From an optimization exercise on the open Yosys and OpenROAD flow, aimed at small area and a short achievable clock period; shortcuts taken in it are not production practice. Where RTL was checked, it was by simulation tests only, not by an equivalence proof against the original. No activity file was given, so power comes from the tool's default toggle rates.

==> 05-26: inputs <==
==> flow/design.v (excerpt) <==
module counter_top (
  input  logic                        i_pclk,
  input  logic                        i_prst_n,
  input  logic [31:0]                 i_paddr,
  input  logic [31:0]                 i_pwdata,
  input  logic                        i_pwrite,
  input  logic                        i_psel,
  input  logic                        i_penable,
  output logic [31:0]                 o_prdata,
  input  logic [cnt_pkg::CNT_NUM-1:0] i_extern_din_a,
  output logic [cnt_pkg::CNT_NUM-1:0] o_extern_dout_a,
  output logic [cnt_pkg::CNT_NUM-1:0] o_extern_dout_a_oen,
  output logic                        o_int
);
==> flow/config.mk <==
export PLATFORM = sky130hd
export DESIGN_NAME = counter_top
export DESIGN_NICKNAME = counter_top
export VERILOG_FILES = /design/flow/design.v
export SDC_FILE = /design/flow/constraint.sdc
export NUM_CORES = 4
export LEC_CHECK = 0
export CAP_MARGIN = 20
export CORE_MARGIN = 2
export CORE_UTILIZATION = 40
export SETUP_SLACK_MARGIN = 1.2
export SLEW_MARGIN = 20
==> flow/constraint.sdc <==
create_clock -name core_clock -period 3.5 [get_ports {i_pclk}]
set_input_delay 0.7000 -clock core_clock [delete_from_list [all_inputs] [get_ports {i_pclk}]]
set_output_delay 0.7000 -clock core_clock [all_outputs]
set_load 0.01 [all_outputs]
standard.sh (not shown) runs the stock make flow with config.mk's settings and CLKGATE_MAP_FILE= SYNTH_SCRIPT=/design/flow/synth_recipe.tcl, a recipe that flattens the netlist after the stock synthesis.
==> flow/flow/run.sh <==
#!/bin/bash
# Standard layout with these changes:
#  - synthesis maps the logic with the ABC script in abc_speed2.script (see
#    my_synth.tcl); flip-flops are mapped before ABC and are left as they are
#  - the port buffers are plain buf_2 cells instead of the delay cells
#    buffer_ports picks on its own
#  - clock tree synthesis adds no dummy loads and builds the tree from
#    clkbuf_8 cells, with clusters of up to 12 sinks
set -euo pipefail
export MY_WORK="$(pwd)"
export MY_ABC_SCRIPT="$MY_WORK/flow/abc_speed2.script"
export BUFFER_PORTS_ARGS="-buffer_cell sky130_fd_sc_hd__buf_2"
export CTS_ARGS="-sink_clustering_enable -repair_clock_nets -dont_use_dummy_load -buf_list {sky130_fd_sc_hd__clkbuf_8} -sink_clustering_size 12 -sink_clustering_max_diameter 50"
sed "s#SYNTH_SCRIPT=[^ ]*#SYNTH_SCRIPT=$MY_WORK/flow/my_synth.tcl#" standard.sh > my_standard.sh
grep -q "SYNTH_SCRIPT=$MY_WORK/flow/my_synth.tcl" my_standard.sh
bash my_standard.sh finish > make_finish.log 2>&1
==> flow/flow/abc_speed2.script <==
&get -n
&st
&syn2
&if -g -K 6
&synch2
&nf
&st
&syn2
&if -g -K 6
&synch2
&nf
&put
buffer -c
topo
stime -c
upsize -c
dnsize -c
==> flow/flow/my_synth.tcl <==
# The standard flow's synthesis script, with the ABC mapping script swapped for
# flow/abc_speed2.script. Only the technology mapping of the logic changes;
# the flip-flops are mapped before ABC runs and are left as they are.
proc abc {args} {
  set i [lsearch $args -script]
  if {$i >= 0} { lset args [expr {$i + 1}] $::env(MY_ABC_SCRIPT) }
  puts "abc with [lindex $args [expr {$i + 1}]]"
  yosys abc {*}$args
}
source $::env(MY_WORK)/synth_recipe.tcl
==> 06-08: changes against 05-26 <==
--- a/flow/design.v
+++ b/flow/design.v
@@ -19,47 +19,33 @@
   output logic                        o_sel_sts,
   output logic                        o_sel_mset,
   output logic                        o_sel_mclr,
   output logic [cnt_pkg::CNT_NUM-1:0] o_sel_ctrl,
   output logic [cnt_pkg::CNT_NUM-1:0] o_sel_tgt,
   output logic [cnt_pkg::CNT_NUM-1:0] o_sel_cnt,
-  output logic [cnt_pkg::CNT_NUM-1:0] o_sel_cap,
-  output logic                        o_base,
-  output logic                        o_rsel_sts,
-  output logic                        o_rsel_mset,
-  output logic [cnt_pkg::CNT_NUM-1:0] o_rsel_ctrl,
-  output logic [cnt_pkg::CNT_NUM-1:0] o_rsel_tgt,
-  output logic [cnt_pkg::CNT_NUM-1:0] o_rsel_cnt,
-  output logic [cnt_pkg::CNT_NUM-1:0] o_rsel_cap
+  output logic [cnt_pkg::CNT_NUM-1:0] o_sel_cap
 );
   logic       base;
   logic [3:0] ofs;
   assign o_wr = i_psel & ~i_penable & i_pwrite;
   assign o_rd = i_psel & ~i_penable & ~i_pwrite;
   assign base = ~|{i_paddr[31:7], i_paddr[1:0]};
   always_comb begin
     for (int k = 0; k < 4; k++) ofs[k] = (i_paddr[3:2] == k[1:0]);
   end
-  assign o_base      = base;
-  assign o_rsel_sts  = (i_paddr[6:4] == 3'd0) & ofs[1];
-  assign o_rsel_mset = (i_paddr[6:4] == 3'd0) & ofs[2];
   assign o_sel_trig = base & (i_paddr[6:4] == 3'd0) & ofs[0];
   assign o_sel_sts  = base & (i_paddr[6:4] == 3'd0) & ofs[1];
   assign o_sel_mset = base & (i_paddr[6:4] == 3'd0) & ofs[2];
   assign o_sel_mclr = base & (i_paddr[6:4] == 3'd0) & ofs[3];
   for (genvar n = 0; n < cnt_pkg::CNT_NUM; n++) begin : g_sel
     logic blk;
     assign blk           = base & (i_paddr[6:4] == 3'(n + 2));
     assign o_sel_ctrl[n] = blk & ofs[0];
     assign o_sel_tgt[n]  = blk & ofs[1];
     assign o_sel_cnt[n]  = blk & ofs[2];
     assign o_sel_cap[n]  = blk & ofs[3];
-    assign o_rsel_ctrl[n] = (i_paddr[6:4] == 3'(n + 2)) & ofs[0];
-    assign o_rsel_tgt[n]  = (i_paddr[6:4] == 3'(n + 2)) & ofs[1];
-    assign o_rsel_cnt[n]  = (i_paddr[6:4] == 3'(n + 2)) & ofs[2];
-    assign o_rsel_cap[n]  = (i_paddr[6:4] == 3'(n + 2)) & ofs[3];
   end
 endmodule
 `default_nettype wire
 `timescale 1ns/1ps
 `default_nettype none
 module cnt_channel (
@@ -68,37 +54,33 @@
   input  logic        i_wr,
   input  logic        i_rd,
   input  logic        i_sel_ctrl,
   input  logic        i_sel_tgt,
   input  logic        i_sel_cnt,
   input  logic        i_sel_cap,
-  input  logic        i_rsel_ctrl,   
-  input  logic        i_rsel_tgt,
-  input  logic        i_rsel_cnt,
-  input  logic        i_rsel_cap,
   input  logic        i_glb_trig,    
   input  logic [31:0] i_wdata,
   input  logic        i_din_a,
   output logic        o_dout_a,
   output logic        o_dout_a_oen,
   output logic [31:0] o_rdata,       
   output logic        o_cmp_evt,
   output logic        o_cap_evt
 );
   logic        en_q, edge_q, ovwr_q;
   logic [31:0] tgt_q;
+  logic        tgt_vld_q;
   logic        clear_q;      
   logic        run_nx_q;     
   logic        run_q;
   logic [31:0] cnt_q;
   logic [31:0] cap_q;
   logic        full_q;
   logic        cap_vld_q;
   logic        dout_q, cmp_evt_q, cap_evt_q;
   logic        din_s1, din_s2, din_d;
-  logic [31:0] cnt_tgl;
   logic ctrl_wr, glb, start_in, stop_in, clear_in;
   logic load, counting, eq, hit, edge_hit, cap_take, cap_read;
   assign ctrl_wr  = i_wr & i_sel_ctrl;
   assign glb      = i_glb_trig & en_q;
   assign start_in = (ctrl_wr & i_wdata[4]) | (glb & i_wdata[0]);
   assign stop_in  = (ctrl_wr & i_wdata[5]) | (glb & i_wdata[1]);
@@ -111,45 +93,48 @@
     end else if (ctrl_wr) begin
       en_q   <= i_wdata[0];
       edge_q <= i_wdata[1];
       ovwr_q <= i_wdata[2];
     end
   end
+  always_ff @(posedge i_pclk) begin
+    if (i_wr & i_sel_tgt) begin
+      tgt_q <= i_wdata;
+    end
+  end
   always_ff @(posedge i_pclk or negedge i_prst_n) begin
     if (!i_prst_n) begin
-      tgt_q <= '0;
+      tgt_vld_q <= 1'b0;
     end else if (i_wr & i_sel_tgt) begin
-      tgt_q <= i_wdata;
+      tgt_vld_q <= 1'b1;
     end
   end
   always_ff @(posedge i_pclk or negedge i_prst_n) begin
     if (!i_prst_n) begin
+      clear_q  <= 1'b0;
       run_nx_q <= 1'b0;
       run_q    <= 1'b0;
     end else begin
+      clear_q  <= clear_in;
       run_nx_q <= ~stop_in & (start_in | run_nx_q);
       run_q    <= run_nx_q;
     end
   end
-  always_ff @(posedge i_pclk) begin
-    clear_q <= clear_in;
-  end
   assign load     = i_wr & i_sel_cnt;
   assign counting = run_q & en_q;
-  assign eq       = (cnt_q == tgt_q);
+  assign eq       = tgt_vld_q ? (cnt_q == tgt_q) : (cnt_q == 32'd0);
   assign hit      = counting & eq & ~clear_q & ~load;
-  always_comb begin
-    cnt_tgl[0] = counting;
-    for (int i = 1; i < 32; i++) cnt_tgl[i] = counting & (&(cnt_q | ~((32'd1 << i) - 32'd1)));
-  end
   always_ff @(posedge i_pclk or negedge i_prst_n) begin
     if (!i_prst_n) begin
       cnt_q <= '0;
-    end else begin
-      cnt_q <= ({32{~clear_q & load}} & i_wdata)
-             | ({32{~clear_q & ~load & ~(counting & eq)}} & (cnt_q ^ cnt_tgl));
+    end else if (clear_q) begin
+      cnt_q <= '0;
+    end else if (load) begin
+      cnt_q <= i_wdata;
+    end else if (counting) begin
+      cnt_q <= eq ? 32'd0 : cnt_q + 32'd1;
     end
   end
   always_ff @(posedge i_pclk or negedge i_prst_n) begin
     if (!i_prst_n) begin
       dout_q    <= 1'b0;
       cmp_evt_q <= 1'b0;
@@ -158,20 +143,20 @@
       cmp_evt_q <= hit;
     end
   end
   always_ff @(posedge i_pclk or negedge i_prst_n) begin
     if (!i_prst_n) begin
       din_s1 <= 1'b0;
+      din_s2 <= 1'b0;
+      din_d  <= 1'b0;
     end else begin
       din_s1 <= i_din_a;
+      din_s2 <= din_s1;
+      din_d  <= din_s2;
     end
   end
-  always_ff @(posedge i_pclk) begin
-    din_s2 <= din_s1;
-    din_d  <= din_s2;
-  end
   assign edge_hit = (din_s2 ^ din_d) & (din_d == edge_q);
   assign cap_take = en_q & edge_hit & (~full_q | ovwr_q);
   assign cap_read = i_rd & i_sel_cap;
   always_ff @(posedge i_pclk or negedge i_prst_n) begin
     if (!i_prst_n) begin
       full_q    <= 1'b0;
@@ -190,16 +175,16 @@
     if (!i_prst_n) begin
       cap_vld_q <= 1'b0;
     end else if (cap_take) begin
       cap_vld_q <= 1'b1;
     end
   end
-  assign o_rdata = ({32{i_rsel_tgt}} & tgt_q)
-                 | ({32{i_rsel_cnt}} & cnt_q)
-                 | ({32{i_rsel_cap & cap_vld_q}} & cap_q)
-                 | ({32{i_rsel_ctrl}} & {22'd0, full_q, run_q, 5'd0, ovwr_q, edge_q, en_q});
+  assign o_rdata = ({32{i_sel_tgt & tgt_vld_q}} & tgt_q)
+                 | ({32{i_sel_cnt}} & cnt_q)
+                 | ({32{i_sel_cap & cap_vld_q}} & cap_q)
+                 | ({32{i_sel_ctrl}} & {22'd0, full_q, run_q, 5'd0, ovwr_q, edge_q, en_q});
   assign o_dout_a     = dout_q;
   assign o_dout_a_oen = en_q;
   assign o_cmp_evt    = cmp_evt_q;
   assign o_cap_evt    = cap_evt_q;
 endmodule
 `default_nettype wire
@@ -227,15 +212,16 @@
       sts_q <= (sts_q & ~({cnt_pkg::INTR_W{i_sts_clr_wr}} & i_data)) | i_evt;
     end
   end
   always_ff @(posedge i_pclk or negedge i_prst_n) begin
     if (!i_prst_n) begin
       mask_q <= '0;
-    end else begin
-      mask_q <= (mask_q & ~({cnt_pkg::INTR_W{i_mask_clr_wr & ~i_mask_set_wr}} & i_data))
-              | ({cnt_pkg::INTR_W{i_mask_set_wr}} & i_data);
+    end else if (i_mask_set_wr) begin
+      mask_q <= mask_q | i_data;
+    end else if (i_mask_clr_wr) begin
+      mask_q <= mask_q & ~i_data;
     end
   end
   always_ff @(posedge i_pclk or negedge i_prst_n) begin
     if (!i_prst_n) begin
       int_q <= 1'b0;
     end else begin
@@ -263,15 +249,12 @@
   output logic [cnt_pkg::CNT_NUM-1:0] o_extern_dout_a_oen,
   output logic                        o_int
 );
   logic                           wr, rd;
   logic                           sel_trig, sel_sts, sel_mset, sel_mclr;
   logic [cnt_pkg::CNT_NUM-1:0]    sel_ctrl, sel_tgt, sel_cnt, sel_cap;
-  logic                           base, rsel_sts, rsel_mset;
-  logic [cnt_pkg::CNT_NUM-1:0]    rsel_ctrl, rsel_tgt, rsel_cnt, rsel_cap;
-  logic                           base_q;
   logic [cnt_pkg::CNT_NUM*32-1:0] ch_rdata;
   logic [cnt_pkg::INTR_W-1:0]     intr_evt;
   logic [cnt_pkg::INTR_W-1:0]     intr_sts;
   logic [cnt_pkg::INTR_W-1:0]     intr_mask;
   logic [31:0]                    rdata;
   logic [31:0]                    prdata_q;
@@ -286,35 +269,24 @@
     .o_sel_sts  (sel_sts),
     .o_sel_mset (sel_mset),
     .o_sel_mclr (sel_mclr),
     .o_sel_ctrl (sel_ctrl),
     .o_sel_tgt  (sel_tgt),
     .o_sel_cnt  (sel_cnt),
-    .o_sel_cap  (sel_cap),
-    .o_base     (base),
-    .o_rsel_sts (rsel_sts),
-    .o_rsel_mset(rsel_mset),
-    .o_rsel_ctrl(rsel_ctrl),
-    .o_rsel_tgt (rsel_tgt),
-    .o_rsel_cnt (rsel_cnt),
-    .o_rsel_cap (rsel_cap)
+    .o_sel_cap  (sel_cap)
   );
   for (genvar n = 0; n < cnt_pkg::CNT_NUM; n++) begin : g_ch
     cnt_channel u_ch (
       .i_pclk       (i_pclk),
       .i_prst_n     (i_prst_n),
       .i_wr         (wr),
       .i_rd         (rd),
       .i_sel_ctrl   (sel_ctrl[n]),
       .i_sel_tgt    (sel_tgt[n]),
       .i_sel_cnt    (sel_cnt[n]),
       .i_sel_cap    (sel_cap[n]),
-      .i_rsel_ctrl  (rsel_ctrl[n]),
-      .i_rsel_tgt   (rsel_tgt[n]),
-      .i_rsel_cnt   (rsel_cnt[n]),
-      .i_rsel_cap   (rsel_cap[n]),
       .i_glb_trig   (wr & sel_trig),
       .i_wdata      (i_pwdata),
       .i_din_a      (i_extern_din_a[n]),
       .o_dout_a     (o_extern_dout_a[n]),
       .o_dout_a_oen (o_extern_dout_a_oen[n]),
       .o_rdata      (ch_rdata[32*n +: 32]),
@@ -332,16 +304,15 @@
     .i_data        (i_pwdata[cnt_pkg::INTR_W-1:0]),
     .o_sts         (intr_sts),
     .o_mask        (intr_mask),
     .o_int         (o_int)
   );
   always_comb begin
-    rdata = {24'd0, ({8{rsel_sts}} & intr_sts) | ({8{rsel_mset}} & intr_mask)};
+    rdata = {24'd0, ({8{sel_sts}} & intr_sts) | ({8{sel_mset}} & intr_mask)};
     for (int n = 0; n < cnt_pkg::CNT_NUM; n++) rdata = rdata | ch_rdata[32*n +: 32];
   end
   always_ff @(posedge i_pclk) begin
     prdata_q <= rdata;
-    base_q   <= base;
   end
-  assign o_prdata = prdata_q & {32{base_q}};
+  assign o_prdata = prdata_q;
 endmodule
 `default_nettype wire
==> flow/run.sh (new file) <==
#!/bin/bash
# synth_recipe.tcl (not shown) runs the flow's synth.tcl, then flattens the netlist and writes it again
# the make line also repeats each setting of config.mk as NAME=value (left out here)
make -C /OpenROAD-flow-scripts/flow DESIGN_CONFIG=/design/flow/config.mk WORK_HOME=/design/flow/orfs CLKGATE_MAP_FILE= SYNTH_SCRIPT=/design/flow/synth_recipe.tcl finish
Settings changed: SETUP_SLACK_MARGIN 1.2 to 1.0.
removed: flow/flow/run.sh
removed: flow/flow/abc_speed2.script
removed: flow/flow/my_synth.tcl
removed: flow/standard.sh
==> 11-11: changes against 05-26 <==
==> flow/flow/run.sh (replaced) <==
#!/bin/bash
# Standard layout with these changes:
#  - synthesis maps the logic with the ABC script in abc_speed2.script (see
#    my_synth.tcl); flip-flops are mapped before ABC and are left as they are
#  - the port buffers are plain buf_2 cells instead of the delay cells
#    buffer_ports picks on its own
#  - clock tree synthesis adds no dummy loads and builds the tree from
#    clkbuf_8 cells, with clusters of up to 14 sinks
set -euo pipefail
export MY_WORK="$(pwd)"
export MY_ABC_SCRIPT="$MY_WORK/flow/abc_speed2.script"
export BUFFER_PORTS_ARGS="-buffer_cell sky130_fd_sc_hd__buf_2"
export CTS_ARGS="-sink_clustering_enable -repair_clock_nets -dont_use_dummy_load -buf_list {sky130_fd_sc_hd__clkbuf_8} -sink_clustering_size 14 -sink_clustering_max_diameter 60"
sed "s#SYNTH_SCRIPT=[^ ]*#SYNTH_SCRIPT=$MY_WORK/flow/my_synth.tcl#" standard.sh > my_standard.sh
grep -q "SYNTH_SCRIPT=$MY_WORK/flow/my_synth.tcl" my_standard.sh
bash my_standard.sh finish > make_finish.log 2>&1
Settings changed: PLACE_DENSITY set to 0.5.
==> notes.md <==
Vias=approximately 19000; DR WL met2=39100 um; NumNets Final=2252; DRT Pass-1 Iters=7; Hold Slack=0.0970 ns; peak supply drop=0.241 mV; status=finished clean; multi-input combinational area share=0.390; met1 Use GR=0.389; Post-CTS Resized=between 90 and 100; pwr dens=352 nW/um^2; asr flop ratio synth=0.647
# the run above: 05-26

==> notes.md <==
met1 Use GR=0.436; Post-CTS Resized=147; asr flop ratio synth=0.416; DRT Pass-1 Iters=5; DR WL met2=about 47000 um; Vias=22000; pwr dens=386 nW/um^2; Hold Slack=0.0463 ns; multi-input combinational area share=0.341; NumNets Final=2569; status=finished clean; peak supply drop=0.393 mV
# the run above: 06-08

==> notes.md <==
DRT Pass-1 Iters=7; Pwr Total=0.00939 W; synthesized flop and latch total=490; met1 Use GR=0.440; DR WL met2=43400 um; crit path to=g_ch[3].u_ch.cnt_q[23]; Vias=roughly 18000; Hold Slack=0.142 ns; pwr dens=338 nW/um^2; NumNets Final=2286; post-synthesis sequential area ratio=0.548; multi-input combinational area share=0.394; asr flop ratio synth=0.647; layout cells sized above 1=0.287; status=finished clean; Max-Cap Viols=0; peak supply drop=0.254 mV; Post-CTS Resized=120
# the run above: 11-11

No functional check of the RTL was part of 06-08.

## what the ideal ports hide
How much do the figures lean on ideal ports? The routed layouts below were timed once more, with nothing changed but the port constraints.
Step 1 sets driving cells, clkbuf_16 on the clock port and buf_2 on the other inputs (assumed; they add their load-dependent delay and slew).
Step 2, shift: input delay + t, output delay - t, t = (earliest + latest rising clock arrival at the registers) / 2. This alone moves slack from input paths to output paths.
a / b / c = no drivers / after step 1 / after step 2; a / b = the first two.
run | t, ns | setup WS [ns] | worst setup path after step 2 | clock arrival spread, ns
05-26 | 0.720 | 1.141 / 1.141 / 0.532 | input to register | 0.090 / 0.090
06-08 | 0.671 | 0.887 / 0.889 / 0.248 | input to register | 0.026 / 0.025
11-11 | 0.710 | 1.104 / 1.104 / 0.540 | input to register | 0.092 / 0.092
After both steps every run listed still meets setup and hold. For 06-08, which loses most, drivers alone change the setup slack by +0.002 ns; drivers and shift together by -0.639 ns.
